Source: an optimization exercise on an open RTL-to-GDS flow (aim: small area, a short achievable clock period and few clock cycles). Production flows keep margins and buffers that such runs may drop. Where RTL was checked, it was by simulation tests only, not by an equivalence proof against the original.

## conv_layer_top
module conv_layer_top (
  input  wire                                 clk,
  input  wire                                 reset,
  input  wire                                 ld_req,
  input  wire [4-1:0]              ld_addr,
  input  wire [4*16-1:0]  ld_data,
  input  wire                                 start_req,
  input  wire [4-1:0]              rd_addr,
  output logic                                ld_ack,
  output logic                                start_ack,
  output logic [4*16-1:0] rd_data
);
For scale: about 2900 flip-flops, ~140 I/O pins, about 120000 um2 of cells after synthesis.
Settings: LEC_CHECK=0, ABC_CLOCK_PERIOD_IN_PS=4000, CAP_MARGIN=20, CORE_MARGIN=2, CORE_UTILIZATION=40, CTS_BUF_LIST=sky130_fd_sc_hd__clkbuf_8 sky130_fd_sc_hd__clkbuf_16, CTS_CLUSTER_DIAMETER=60, CTS_CLUSTER_SIZE=20, PLACE_DENSITY=0.6, SETUP_SLACK_MARGIN=5, SLEW_MARGIN=20; clock period 11.0 ns.
standard.sh (not shown) runs the stock make flow with config.mk's settings and CLKGATE_MAP_FILE= SYNTH_SCRIPT=/design/flow/synth_recipe.tcl, a recipe that flattens the netlist after the stock synthesis.
==> flow/flow/run.sh <==
#!/bin/bash
set -euo pipefail
MARGIN=7
export BUFFER_PORTS_ARGS="-buffer_cell sky130_fd_sc_hd__buf_4"
sed -e "s/ SETUP_SLACK_MARGIN=[0-9.]*//" -e "s/ \"\${@:-finish}\"/ SETUP_SLACK_MARGIN=${MARGIN} \"\${@:-finish}\"/" standard.sh > standard_margin.sh
grep -q "SETUP_SLACK_MARGIN=${MARGIN}" standard_margin.sh
bash standard_margin.sh > standard.log 2>&1
The baseline finished with timing, DRC and antenna clean.
Testbench counts at the start, summed over its fixed seeds: cycles 3,264.
Next try:
--- a/flow/design.v
+++ b/flow/design.v
@@ -14,35 +14,35 @@
   input  wire                       u_raw,     
   output logic [71:0]               u_rdata    
 );
   logic [59:0] mem_m [0:16-1];
   logic [71:0] mem_u [0:16-1];
   logic [71:0] u_mux;
   always_ff @(posedge clk) begin
     if (m_we) mem_m[m_waddr] <= m_wdata;
     if (u_we) mem_u[u_waddr] <= u_wdata;
     for (int i = 0; i < 4; i++) begin
       u_rdata[i*18+16 +: 2] <= u_mux[i*18+16 +: 2];
-      if (!u_raw && u_mux[i*18+16])
+      if (!u_raw && !u_mux[i*18+17] && (u_mux[i*18+16] || u_mux[i*18+15]))
         u_rdata[i*18 +: 16] <= 16'h7fff;
-      else if (!u_raw && u_mux[i*18+17])
+      else if (!u_raw && u_mux[i*18+17] && !(u_mux[i*18+16] && u_mux[i*18+15]))
         u_rdata[i*18 +: 16] <= 16'h8000;
       else
         u_rdata[i*18 +: 16] <= u_mux[i*18 +: 16];
     end
   end
   always_comb begin
-    u_mux   = u_wdata & {72{u_we && u_raddr == u_waddr}};
+    u_mux   = '0;
     m_rdata = '0;
     for (int k = 0; k < 16; k++) begin
-      u_mux   = u_mux   | (mem_u[k] & {72{u_raddr == 4'(k) && !(u_we && u_waddr == 4'(k))}});
+      u_mux   = u_mux   | (mem_u[k] & {72{u_raddr == 4'(k)}});
       m_rdata = m_rdata | (mem_m[k] & {60{m_rsel[k]}});
     end
   end
 endmodule
 `default_nettype wire
 `timescale 1ns/1ns
 `default_nettype none
 module conv_csa0 (
   input  wire [63:0] x,    
   output logic [159:0] r   
 );
@@ -3410,25 +3410,23 @@
   endfunction
   for (genvar i = 0; i < L; i++) begin : g_lane
     logic [19:0] t0;
     logic [17:0] t1, t2;    
     assign t0 = c0_q[i*40 +: 20] + c0_q[i*40+20 +: 20];
     assign t1 = half_rest(c1_q[i*29 +: 29]);
     assign t2 = half_rest(c2_q[i*29 +: 29]);
     assign c1_p[i*29 +: 29] = half_add(c1_d[i*40 +: 20], c1_d[i*40+20 +: 20]);
     assign c2_p[i*29 +: 29] = half_add(c2_d[i*40 +: 20], c2_d[i*40+20 +: 20]);
     assign y0_d[i*15 +: 15] = relu_clamp(t0);
     assign m_d[i*15 +: 15]  = relu_clamp({t1, 2'b00});
-    assign u_d[i*18 +: 18]  = {t2[17] && !(t2[16] && t2[15]),
-                               !t2[17] && (t2[16] || t2[15]),
-                               t2[15:0]};
+    assign u_d[i*18 +: 18]  = t2;
     assign y0_x[i*16 +: 16] = {1'b0, y0_q[i*15 +: 15]};
     assign m_x[i*16 +: 16]  = {1'b0, m_q[i*15 +: 15]};
     assign x_in[i*16 +: 16] = inject ? m_x[i*16 +: 16] : ld_data[i*16 +: 16];
     assign skip_rec[i*16 +: 16] = rc_u[i*18 +: 16] - t2[15:0];
   end
   assign s_in = zero_s ? '0 : s2;
   conv_csa0 u_s0 (.x(x_in), .r(c0_d));
   conv_csa1 u_s1 (.x(y0_x), .r(c1_d));
   conv_csa2 u_s2 (.x(m_x),  .a(s_in), .r(c2_d));
   always_ff @(posedge clk) begin
     if (ld_we)         s1 <= ld_data;
@@ -3448,23 +3446,23 @@
   always_ff @(posedge clk) begin
     if (reset) begin
       {v0, v1, v2, v3, v4} <= '0;
     end else begin
       v0 <= ld_we || inject;
       v1 <= v0;
       v2 <= v1;
       v3 <= v2;
       v4 <= v3;
     end
   end
-  assign busy    = v0 || v1 || v2 || v3 || v4;
+  assign busy    = v0 || v1 || v2 || v3;
   assign busy_rd = v0 || v1 || v2;
   assign m_we    = v3;
   assign m_waddr = a3;
   assign m_wdata = m_q;
   assign u_we    = v4;
   assign u_waddr = a4;
   assign u_wdata = u_d;
 endmodule
 `default_nettype wire
 `timescale 1ns/1ns
 `default_nettype none
@@ -3500,23 +3498,23 @@
   logic         iss, iss_d;    
   assign ld_we = ld_req && !ld_ack;
   always_ff @(posedge clk) begin
     if (reset) ld_ack <= 1'b0;
     else       ld_ack <= ld_req;
   end
   assign m_ld     = (state == RUN) && (ph == 3'd0) && !pending[pos];
   assign inject   = iss;
   assign zero_s   = iss;
   assign skip_sel = iss_d;
   assign advance  = (state == RUN) && ((ph == 3'd0 && pending[pos]) || ph == 3'd6);
-  assign finish   = ((state == IDLE) && start_req && !busy_rd && (&pending)) ||
+  assign finish   = ((state == IDLE) && start_req && !busy && (&pending)) ||
                     (advance && pos == 4'(16 - 1));
   assign slow     = (state == RUN);
   assign rc_pos   = pos;
   assign rc_sel   = pos_oh;
   always_ff @(posedge clk) begin
     if (reset) begin
       iss   <= 1'b0;
       iss_d <= 1'b0;
     end else begin
       iss   <= m_ld;
       iss_d <= iss;
- first-iteration DRC count climbs by a little under a tenth
- final area fell slightly
- register-to-register slack got worse by 0.09 ns
- hold slack stays flat
- via count grows slightly
- die area is about the same
- non-clock buffer count increases by 19
- utilization drops by 0.41 points
- cell count goes up slightly
- area after synthesis is about the same
- critical path depth came out lower by 2
- fmax is lower by a few percent
For the second run of this note, only the layout was checked, not whether the RTL still works.

## separate check: timing with driven ports
Ports are ideal in the flow. The routed layouts listed here were re-timed in OpenROAD.
Step 1 sets driving cells, clkbuf_16 on the clock port and buf_2 on the other inputs (assumed; they add their load-dependent delay and slew).
Step 2, shift: input delay + t, output delay - t, t = (earliest + latest rising clock arrival at the registers) / 2. This alone moves slack from input paths to output paths.
Slacks: no drivers / after step 1 / after step 2; pairs: no drivers / after step 1.
| run | t (ns) | slack for setup (ns) | worst setup path at the end | latest minus earliest clock arrival (ns) | slew at the worst register clock pin (ns) |
|---|---|---|---|---|---|
| the first run | 1.005 | 6.906 / 6.906 / 6.012 | input to register | 0.073 / 0.074 | 0.09 / 0.09 |
| the second run | 0.992 | 6.814 / 6.814 / 6.016 | input to register | 0.064 / 0.065 | 0.09 / 0.09 |
After both steps setup and hold are still met in every run listed. The setup slack of the first run, which loses most, moves by 0.000 ns with the drivers and by -0.894 ns with both steps.
